Context: an optimization exercise on an open-source flow, tuned for small area, a short achievable clock period and few clock cycles per item. The choices shown serve that exercise and are no tape-out recipe. The RTL was checked by simulation tests, not by an equivalence proof against the original design.

==> module idct_top, before the edit <==
module idct_top (
	input logic Clock,
	input logic Resetn,
	input logic [15:0] coeff_in,
	input logic coeff_valid,
	output logic coeff_ready,
	output logic [8:0] pix_out,
	output logic pix_valid,
	input logic pix_ready
);
	localparam int AW1 = idct_pkg::P1_AW;
	localparam int AW2 = idct_pkg::P2_AW;
	localparam int TW = idct_pkg::T_W;
	localparam int LAT_A = 11;
	localparam int LAT_TR = 49;
	localparam int LAT_B = 11;
	localparam int POS_T = LAT_A;
	localparam int POS_B = POS_T + LAT_TR + 1;
	localparam int POS_P = POS_B + LAT_B;
	localparam int LAT = POS_P + LAT_TR;
	logic adv;
	logic take;
	logic [5:0] idx;
	logic out_valid;
	logic out_last;
	logic in_full;
	logic [15:0] in_data;
	logic out_room;
	logic in_full_next;
	logic room_next;
	logic [8*AW1-1:0] acc1;
	logic [8*AW2-1:0] acc2;
	logic [TW-1:0] sh1 [7];
	logic [7:0] sh2 [7];
	logic [TW-1:0] t_row;
	logic [7:0] pix_col;
	logic [TW-1:0] t_col;
	logic [TW-1:0] t_col_q;
	logic first1;
	logic first2;
	logic [7:0] pix_row;
	logic [2:0] k2;
	idct_sequencer #(.LAT(LAT)) u_sequencer (
		.Clock(Clock), .Resetn(Resetn), .in_full(in_full), .in_full_next(in_full_next),
		.out_room(out_room), .room_next(room_next),
		.adv(adv), .take(take), .idx(idx), .out_valid(out_valid), .out_last(out_last));
	block_buffer u_buffer (
		.Clock(Clock), .Resetn(Resetn), .coeff_in(coeff_in), .coeff_valid(coeff_valid),
		.coeff_ready(coeff_ready), .pix_out(pix_out), .pix_valid(pix_valid),
		.pix_ready(pix_ready), .take(take), .in_full(in_full), .in_full_next(in_full_next),
		.in_data(in_data), .push(adv & out_valid), .push_data({pix_row, out_last}),
		.out_room(out_room), .room_next(room_next));
	mac_datapath #(.IW(16), .PW(idct_pkg::P1_PW), .AW(AW1)) u_pass1 (
		.Clock(Clock), .en(adv), .k(idx[2:0]), .x(in_data), .first(first1), .acc_flat(acc1));
	always_ff @(posedge Clock) begin
		if (adv) begin
			for (int n = 0; n < 7; n++) begin
				if (first1) begin
					sh1[n] <= acc1[(n + 1) * AW1 + 8 +: TW];
				end else if (n < 6) begin
					sh1[n] <= sh1[n + 1];
				end
			end
		end
	end
	assign t_row = first1 ? acc1[8 +: TW] : sh1[0];
	transpose_ram #(.W(TW), .OFF(POS_T)) u_tram (
		.Clock(Clock), .Resetn(Resetn), .en(adv), .idx(idx), .din(t_row), .dout(t_col));
	always_ff @(posedge Clock) begin
		if (adv) begin
			t_col_q <= t_col;
		end
	end
	assign k2 = 3'(idx - 6'(POS_B));
	mac_datapath #(.IW(TW), .PW(AW2), .AW(AW2)) u_pass2 (
		.Clock(Clock), .en(adv), .k(k2), .x(t_col_q), .first(first2), .acc_flat(acc2));
	always_ff @(posedge Clock) begin
		if (adv) begin
			for (int m = 0; m < 7; m++) begin
				if (first2) begin
					sh2[m] <= idct_pkg::clip(acc2[(m + 1) * AW2 +: AW2]);
				end else if (m < 6) begin
					sh2[m] <= sh2[m + 1];
				end
			end
		end
	end
	assign pix_col = first2 ? idct_pkg::clip(acc2[0 +: AW2]) : sh2[0];
	transpose_ram #(.W(8), .OFF(POS_P)) u_pram (
		.Clock(Clock), .Resetn(Resetn), .en(adv), .idx(idx), .din(pix_col), .dout(pix_row));
endmodule
Settings: LEC_CHECK=0, CAP_MARGIN=20, CORE_MARGIN=2, CORE_UTILIZATION=40, CTS_CLUSTER_DIAMETER=100, CTS_CLUSTER_SIZE=25, SLEW_MARGIN=20; clock period 12.0 ns.
standard.sh (not shown) runs the stock make flow with config.mk's settings and CLKGATE_MAP_FILE= SYNTH_SCRIPT=/design/flow/synth_recipe.tcl, a recipe that flattens the netlist after the stock synthesis.
==> flow/flow/run.sh <==
#!/bin/bash
set -euo pipefail
bash standard.sh SETUP_SLACK_MARGIN=8 finish > flow.log 2>&1
Testbench counts at the start, summed over its fixed seeds: cycles 5,088, blocks 64.
==> next run, changes <==
--- a/flow/design.v
+++ b/flow/design.v
@@ -370,11 +370,11 @@
 	localparam int TW = idct_pkg::T_W;
 	localparam int LAT_A = 11;
 	localparam int LAT_TR = 49;
 	localparam int LAT_B = 11;
 	localparam int POS_T = LAT_A;
-	localparam int POS_B = POS_T + LAT_TR + 1;
+	localparam int POS_B = POS_T + LAT_TR;
 	localparam int POS_P = POS_B + LAT_B;
 	localparam int LAT = POS_P + LAT_TR;
 	logic adv;
 	logic take;
 	logic [5:0] idx;
@@ -390,11 +390,10 @@
 	logic [TW-1:0] sh1 [7];
 	logic [7:0] sh2 [7];
 	logic [TW-1:0] t_row;
 	logic [7:0] pix_col;
 	logic [TW-1:0] t_col;
-	logic [TW-1:0] t_col_q;
 	logic first1;
 	logic first2;
 	logic [7:0] pix_row;
 	logic [2:0] k2;
 	idct_sequencer #(.LAT(LAT)) u_sequencer (
@@ -421,18 +420,13 @@
 		end
 	end
 	assign t_row = first1 ? acc1[8 +: TW] : sh1[0];
 	transpose_ram #(.W(TW), .OFF(POS_T)) u_tram (
 		.Clock(Clock), .Resetn(Resetn), .en(adv), .idx(idx), .din(t_row), .dout(t_col));
-	always_ff @(posedge Clock) begin
-		if (adv) begin
-			t_col_q <= t_col;
-		end
-	end
 	assign k2 = 3'(idx - 6'(POS_B));
 	mac_datapath #(.IW(TW), .PW(AW2), .AW(AW2)) u_pass2 (
-		.Clock(Clock), .en(adv), .k(k2), .x(t_col_q), .first(first2), .acc_flat(acc2));
+		.Clock(Clock), .en(adv), .k(k2), .x(t_col), .first(first2), .acc_flat(acc2));
 	always_ff @(posedge Clock) begin
 		if (adv) begin
 			for (int m = 0; m < 7; m++) begin
 				if (first2) begin
 					sh2[m] <= idct_pkg::clip(acc2[(m + 1) * AW2 +: AW2]);
Outcome: The changed run produced a clean layout. Die area is lower by about 0.9%. Wire length is higher by about 4%. Critical path depth is higher by 9. Global-route usage is higher by 0.86 points. Clock skew is lower by 41 ps. Final cell count is lower by 0.55%. Non-clock buffer count is higher by 187. Count of clock-buffer cells in the layout is lower by 16. Worst setup slack got worse by 78 ps. Sequential cell count is lower by 27. Design area is higher by about 1.7%.
Testbench counts after the change, summed over its fixed seeds: cycles 5,080, blocks 64.

==> port drivers added, routing unchanged <==
How much do the figures lean on ideal ports? The routed layouts below were timed once more, with nothing changed but the port constraints. Step 1, drivers: a clkbuf_16 drives Clock and a buf_2 each remaining input, both assumed. Step 2, shift: input delay + t, output delay - t, t = (earliest + latest rising clock arrival at the registers) / 2. This alone moves slack from input paths to output paths. Three values: ideal, step 1, step 2; two values: the first two.
| run | shift t [ns] | setup WS [ns] | worst hold slack (ns) | worst data-port slew with drivers (ns) |
|---|---|---|---|---|
| the first run | 0.984 | 7.971 / 7.902 / 7.715 | 0.397 / 0.397 / 0.397 | 0.08 |
| the second run | 0.988 | 7.892 / 7.892 / 7.782 | 0.389 / 0.389 / 0.389 | 0.07 |
After both steps every run listed still meets setup and hold. For the first run, which loses most, drivers alone change the setup slack by -0.069 ns; drivers and shift together by -0.256 ns.
